This is an optimization exercise on Yosys and OpenROAD, whose aim is small area, a short achievable clock period and few clock cycles, not a production implementation.
Only simulation tests tie the RTL to the original design; equivalence was not proved.
Power and IR drop assume default switching activity.

== run A ==
==> flow/design.v (excerpt) <==
module genetic_generation_engine_core (
  input  wire logic clk,
  input  wire logic rst,
  input  wire logic in_valid,
  output logic      in_ready,
  input  wire logic [11:0] in_data,
  output logic      out_valid,
  input  wire logic out_ready,
  output logic [16:0] out_data,
  input  wire logic cfg_valid,
  output logic      cfg_ready,
  input  wire logic [1:0] cfg_index,
  input  wire logic [31:0] cfg_data
);
  localparam logic [3:0] MOD_LAST = 4'd7;
  localparam logic [1:0] PH_IDLE = 2'd0, PH_MOD = 2'd2, PH_SEL = 2'd3;
  logic [1:0] ph;
  logic mut;                          
  logic [3:0] cnt;
  wire [2:0] c3 = cnt[2:0];
  logic z0;                           
  logic [7:0] pop [8];
  logic [7:0] nx [8];                 
  logic [31:0] lfsr;
  logic [15:0] xthr, mthr;
  logic [6:0] s;                      
  logic [6:0] acc;
  logic [6:0] cum [7];                
  logic [5:0] r;                      
  logic [3:0] chk;                    
  logic [7:0] d3;                     
  logic [5:0] ktr;                    
  logic [7:0] flr;                    
  logic [3:0] xh;                     
  logic [2:0] xl [4];                 
  logic [7:0] ob;
  logic [3:0] of;
  logic [2:0] oslot;
  logic ov;
  assign cfg_ready = 1'b1;
  assign in_ready = (ph == PH_IDLE) && !mut;
  assign out_valid = ov;
  assign out_data = {oslot, ob, of, ob == 8'hFF, oslot == 3'd7};
  wire take = in_valid && in_ready;
  wire take_run = take && in_data[11];
  wire take_load = take && !in_data[11];
  wire s_zero = (s == 7'd0);
  wire [6:0] dv = s;
  logic s_pend;                       
  logic ld_pend;                      
  logic [3:0] ld_new, ld_old;
  logic [11:0] kreg;                  
  logic [3:0] fq;
  wire [3:0] fcur = gge_pkg::ones8(pop[c3]);
  wire [6:0] acc_in = (cnt == 4'd1) ? 7'd0 : acc;
  wire [6:0] acc_nx = acc_in + {3'd0, fq};
  wire mod0 = take_run;
  wire [31:0] l8 = gge_pkg::lfsr_jump(lfsr, 8);
  wire [31:0] h = {nx[0], nx[2], nx[1], nx[3]};      
  wire [31:0] hsrc = z0 ? l8 : h;
  wire [3:0] cnt1 = cnt + 4'd1;
  wire [3:0] chk_nx = hsrc[31 - 4 * c3 - 4 -: 4];
  wire [5:0] r_mod = gge_pkg::qstep(gge_pkg::qstep(r, chk[3:2], dv, d3), chk[1:0], dv, d3);
  ...
clock: 8.0 ns
lec_check: 0
cap_margin: 20
core_margin: 2
core_utilization: 40
setup_slack_margin: 3.2
slew_margin: 20
tns_end_percent: 5
run.sh (not shown) runs the stock make flow with config.mk's settings and CLKGATE_MAP_FILE= SYNTH_SCRIPT=/design/flow/synth_recipe.tcl, a recipe that flattens the netlist after the stock synthesis.
Testbench counts of run A, summed over its fixed seeds: cycles 4,704.
Relative to run A, the following input files were edited for run B:
- SETUP_SLACK_MARGIN: 3.2 -> 3.8
- TNS_END_PERCENT: 5 -> unset
==> comparison <==
On synthesized area, run A tracks run B almost exactly.
For count of clock-buffer cells in the layout, dividing the value from run A by the value from run B gives 1.10.
From run A to run B the numbers moved as follows: setup slack climbed 0.18 ns, final critical-path share of the clock period decreased 2.2 points, cell area rose 0.0011 mm^2, utilization increased by 1.7 points relative to the old numbers.
A worst setup path endpoint of ld_old[2]$_DFF_P_ is what run A shows, while of[1]$_DFFE_PP_ belongs to run B.
Re highest clock frequency the design can meet: run A was lower than run B.
The sequential share of layout area in run B was lower than what run A gave.
Side by side, routed wire length turned out higher in run B than in run A.
Modified inputs, run C compared to run B
- TNS_END_PERCENT now 5, previously not set
- Relative to run B, static power due to leakage has gone down in run C.
- Compared with run B, run C ends up with less cell area.
- Status: fraction of area in multi-input gates parity (run B, run C)
Edits applied to the flow inputs when going from run C to run D:
- swapping 3.8 for 3.2 in SETUP_SLACK_MARGIN
- clearing TNS_END_PERCENT, which used to be 5
Notes after the runs:
- Every run in the comparison, run D and run C, completed the flow with a clean layout.
- Run D vs run C: number of buffers inserted by post-CTS setup repair down in run D
- Run D ends up with higher worst-case reg-to-reg path depth than run C does.
- Run D and run C ended up with nearly the same number of sinks on the clock net.
- When the final numbers for run D and run C were put side by side, the count of clock buffers in the final design turned out to be greater in run C.
- Achievable frequency: run C vs run D, no meaningful difference
- Comparing run C with run D, the sequential cell count came out essentially unchanged.

---

## the baseline
Starting RTL as in the previous note.
==> flow/config.mk <==
export PLATFORM = sky130hd
export DESIGN_NAME = genetic_generation_engine_core
export DESIGN_NICKNAME = genetic_generation_engine_core
export VERILOG_FILES = /design/flow/design.v
export SDC_FILE = /design/flow/constraint.sdc
export NUM_CORES = 4
export LEC_CHECK = 0
export ABC_AREA = 1
export CAP_MARGIN = 20
export CORE_MARGIN = 2
export CORE_UTILIZATION = 40
export SETUP_SLACK_MARGIN = 2.5
export SLEW_MARGIN = 20
==> flow/constraint.sdc <==
create_clock -name core_clock -period 8.0 [get_ports {clk}]
set_input_delay 1.6000 -clock core_clock [delete_from_list [all_inputs] [get_ports {clk}]]
set_output_delay 1.6000 -clock core_clock [all_outputs]
set_load 0.01 [all_outputs]
Testbench counts of the baseline, summed over its fixed seeds: cycles 4,704.
Inputs modified between the baseline and the candidate:
Settings: changing SETUP_SLACK_MARGIN from 2.5 to 4.2; removing ABC_AREA (formerly 1).
[summary]
The candidate went all the way through synthesis, placement and routing and the layout is clean on timing, DRC and antenna.
Looking at top fanout value on the critical path, the candidate sits 8 below the baseline.
Compare the candidate and the baseline | final weighted congestion in routability-driven placement lower: the candidate
Summary — number of well taps, the candidate relative to the baseline: lower, by 18.

what the ideal ports hide:
In the flow no input, the clock included, has a driving cell. The finished layouts below were timed again as built, in two steps.
Step 1: set_driving_cell puts a clkbuf_16 on clk and a buf_2 on each other input, an assumption about the parent block.
Step 2, shift: input delay + t, output delay - t, t = (earliest + latest rising clock arrival at the registers) / 2. This alone moves slack from input paths to output paths.
a / b / c = ideal / step 1 / step 2; a / b = the first two.
| run | shift t [ns] | setup slack, ns | hold slack, ns | worst data-port slew with drivers (ns) | cell pins on the clock port's net |
|---|---|---|---|---|---|
| run A | 0.637 | 3.108 / 3.116 / 2.509 | 0.477 / 0.477 / 0.477 | 0.05 | 1 |
| run B | 0.624 | 3.288 / 3.288 / 3.174 | 0.473 / 0.473 / 0.473 | 0.06 | 1 |
| run C | 0.644 | 3.098 / 3.125 / 2.481 | 0.476 / 0.476 / 0.476 | 0.05 | 1 |
| run D | 0.653 | 3.109 / 3.109 / 2.752 | 0.465 / 0.465 / 0.465 | 0.04 | 1 |
| the baseline | 0.639 | 2.616 / 2.659 / 2.020 | 0.476 / 0.476 / 0.476 | 0.05 | 1 |
| the candidate | 0.631 | 3.280 / 3.280 / 3.222 | 0.469 / 0.469 / 0.469 | 0.09 | 1 |
After both steps every run listed still meets setup and hold. For run C, which loses most, drivers alone change the setup slack by +0.027 ns; drivers and shift together by -0.617 ns.
